From an optimization exercise on the open Yosys and OpenROAD flow, aimed at small area, a short achievable clock period and few clock cycles per item; shortcuts taken in it are not production practice. Function was checked by simulation only, so behaviour that the tests miss may differ from the original. Power is estimated from default activity; no workload was simulated.

== zinc ==
Design math_expression_tokenizer, start of the top module:
module math_expression_tokenizer #(
	parameter int MANTISSA_BITS = 48,
	parameter int DEPTH_BITS = 8
) (
	input  logic clk,
	input  logic arst_n,
	input  logic chars_valid,
	output logic chars_ready,
	input  logic [7:0] chars_character,
	output logic tokens_valid,
	input  logic tokens_ready,
	output logic [4:0] tokens_token_kind,
	output logic [47:0] tokens_number_mantissa,
	output logic [3:0] tokens_fraction_digits,
	output logic [1:0] tokens_status,
	output logic tokens_last,
	input  logic cfg_valid,
	output logic cfg_ready,
	input  logic cfg_comma_decimal_mark
);
Size: roughly 120 flip-flops, about 77 I/O pins, roughly 8900 um2 of cells after synthesis.
==> flow/config.mk <==
export PLATFORM = sky130hd
export DESIGN_NAME = math_expression_tokenizer
export DESIGN_NICKNAME = math_expression_tokenizer
export VERILOG_FILES = /design/flow/design.v
export SDC_FILE = /design/flow/constraint.sdc
export NUM_CORES = 4
export LEC_CHECK = 0
export CAP_MARGIN = 20
export CORE_MARGIN = 2
export CORE_UTILIZATION = 40
export CTS_BUF_LIST = sky130_fd_sc_hd__clkbuf_4 sky130_fd_sc_hd__clkbuf_8
export CTS_CLUSTER_SIZE = 30
export SETUP_SLACK_MARGIN = 2.4
export SLEW_MARGIN = 20
==> flow/constraint.sdc <==
create_clock -name core_clock -period 5.3 [get_ports {clk}]
set_input_delay 1.0600 -clock core_clock [delete_from_list [all_inputs] [get_ports {clk}]]
set_output_delay 1.0600 -clock core_clock [all_outputs]
set_load 0.01 [all_outputs]
standard.sh (not shown) runs the stock make flow with config.mk's settings and CLKGATE_MAP_FILE= SYNTH_SCRIPT=/design/flow/synth_recipe.tcl, a recipe that flattens the netlist after the stock synthesis.
==> flow/flow/run.sh <==
#!/bin/bash
# the standard layout, with the port buffers made from buf_2 cells instead
# of the delay buffers buffer_ports picks by default; every port still gets
# its own buffer. make's output goes to standard.log, each ORFS step's to
# its own log under orfs/logs.
set -euo pipefail
export BUFFER_PORTS_ARGS="-buffer_cell sky130_fd_sc_hd__buf_2"
bash standard.sh > standard.log 2>&1
Every stage of the flow completed for zinc, and the final layout passed the timing, design-rule and antenna checks.
Testbench counts of zinc, summed over its fixed seeds: cycles 45,710, chars 45,683.
Setup changes, zinc to maple
Settings: SETUP_SLACK_MARGIN now 2.0, was 2.4.
Results
When the final numbers for maple and zinc were put side by side, the all-layer global routing usage turned out to be smaller in maple.
maple and zinc ended up with roughly the same clock insertion delay at the later pin of the skew report.
maple vs. zinc: clock-buffer cell count increased by 3 relative to the old numbers; worst setup slack decreased by 0.14 ns relative to the old numbers; power density normalized to cell area decreased by about 1.9% relative to the old numbers.
> inputs changed (maple -> cedar)
Settings: SETUP_SLACK_MARGIN: 2.0 -> 1.8.
Findings:
Setup WNS maple -> cedar: worse. Compared cedar vs maple, and clock power is up in cedar. Re maximum cell stage delay along the critical path: cedar is 0.31 ns up on maple. As of cedar, switching power total had fallen slightly compared to maple.


Another version of the RTL of math_expression_tokenizer (not shown whole).
Size in the first run: ~930 cells after synthesis, about 8800 sq um of cells after synthesis.
==> flow/config.mk <==
export PLATFORM = sky130hd
export DESIGN_NAME = math_expression_tokenizer
export DESIGN_NICKNAME = math_expression_tokenizer
export VERILOG_FILES = /design/flow/design.v
export SDC_FILE = /design/flow/constraint.sdc
export NUM_CORES = 4
export LEC_CHECK = 0
export CAP_MARGIN = 10
export CORE_MARGIN = 2
export CORE_UTILIZATION = 40
export CTS_BUF_LIST = sky130_fd_sc_hd__clkbuf_4 sky130_fd_sc_hd__clkbuf_8
export CTS_CLUSTER_SIZE = 30
export SETUP_SLACK_MARGIN = 2.2
export SLEW_MARGIN = 10
==> flow/constraint.sdc <==
create_clock -name core_clock -period 5.3 [get_ports {clk}]
set_input_delay 1.0600 -clock core_clock [delete_from_list [all_inputs] [get_ports {clk}]]
set_output_delay 1.0600 -clock core_clock [all_outputs]
set_load 0.01 [all_outputs]
Scripts as last shown in full above: flow/flow/run.sh
Testbench counts at the start, summed over its fixed seeds: cycles 45,710, chars 45,683.
Edit:
--- a/flow/config.mk
+++ b/flow/config.mk
@@ -7,3 +7,3 @@
 export LEC_CHECK = 0
-export CAP_MARGIN = 10
+export CAP_MARGIN = 20
 export CORE_MARGIN = 2
@@ -12,3 +12,3 @@
 export CTS_CLUSTER_SIZE = 30
-export SETUP_SLACK_MARGIN = 2.2
-export SLEW_MARGIN = 10
+export SETUP_SLACK_MARGIN = 2.3
+export SLEW_MARGIN = 20
After rerunning:
- critical path depth is unchanged
- global-route usage stays flat
- final area is higher by 0.81%
- via count rose by 0.79%
- setup slack improves by 0.060 ns
- synthesized cell count does not change
- fmax is higher by 2.0%
- synthesized area stays the same
- count of clock-buffer cells in the layout does not change
- sequential share of layout area decreases by 0.26 points
Edit:
==> flow/flow/run.sh (replaced) <==
#!/bin/bash
# the standard layout, with the port buffers made from buf_1 cells instead
# of the delay buffers buffer_ports picks by default; every port still gets
# its own buffer. make's output goes to standard.log, each ORFS step's to
# its own log under orfs/logs.
set -euo pipefail
export BUFFER_PORTS_ARGS="-buffer_cell sky130_fd_sc_hd__buf_1"
bash standard.sh > standard.log 2>&1
--- a/flow/config.mk
+++ b/flow/config.mk
@@ -12,3 +12,3 @@
 export CTS_CLUSTER_SIZE = 30
-export SETUP_SLACK_MARGIN = 2.3
+export SETUP_SLACK_MARGIN = 2.5
 export SLEW_MARGIN = 20
Cell count climbs by about 1.5%.
Combinational power goes up by about 6%.
Cell area climbs by 1.5%.
Via count came out higher by 2.1%.
Hold slack is worse by 0.0049 ns.
Area after synthesis stays the same.
Total power grows by about 1.4%.
Die area stays the same.
Non-clock buffer count came out higher by 19.
First-iteration DRC count goes down by about 2.8%.
Worst setup slack improves by 0.088 ns.
Edit:
--- a/flow/config.mk
+++ b/flow/config.mk
@@ -12,3 +12,3 @@
 export CTS_CLUSTER_SIZE = 30
-export SETUP_SLACK_MARGIN = 2.5
+export SETUP_SLACK_MARGIN = 2.3
 export SLEW_MARGIN = 20
- via count fell by a few percent
- worst hold slack gets better by 0.0096 ns
- count of clock-buffer cells in the layout fell by 1
- fmax fell by a few percent
- flip-flop and latch count does not change
- utilization fell by 1.3 points
- power fell by a few percent
- synthesized area is unchanged

## static timing again, ports no longer ideal
The results above use ideal ports. As a check the final layouts listed here were re-extracted and re-timed, cells and wires unchanged. Step 1 assumes that a clkbuf_16 drives the clock port and a buf_2 every other input. Step 2 adds t to the input delays and takes it off the output delays; t is the mean of the earliest and latest rising clock arrival at the registers after step 1. Input paths then give back, and output paths get back, about the clock's delay inside the block. Slacks: ideal / step 1 / step 2; pairs: ideal / step 1.
run | shift t [ns] | setup slack, ns | worst slew at a driven data input, ns | cell pins on the clock port's net
zinc | 0.478 | 2.258 / 2.258 / 2.124 | 0.05 | 1
maple | 0.475 | 2.121 / 2.097 / 1.778 | 0.03 | 1
cedar | 0.490 | 1.983 / 1.946 / 1.699 | 0.03 | 1
the first run of note 2 | 0.483 | 2.195 / 2.172 / 1.942 | 0.03 | 1
the second run of note 2 | 0.477 | 2.255 / 2.214 / 1.979 | 0.05 | 1
the third run of note 2 | 0.472 | 2.343 / 2.302 / 2.200 | 0.05 | 1
the fourth run of note 2 | 0.487 | 2.280 / 2.259 / 2.007 | 0.05 | 1
After both steps every run listed still meets setup and hold. The setup slack of maple, which loses most, moves by -0.024 ns with the drivers and by -0.343 ns with both steps.
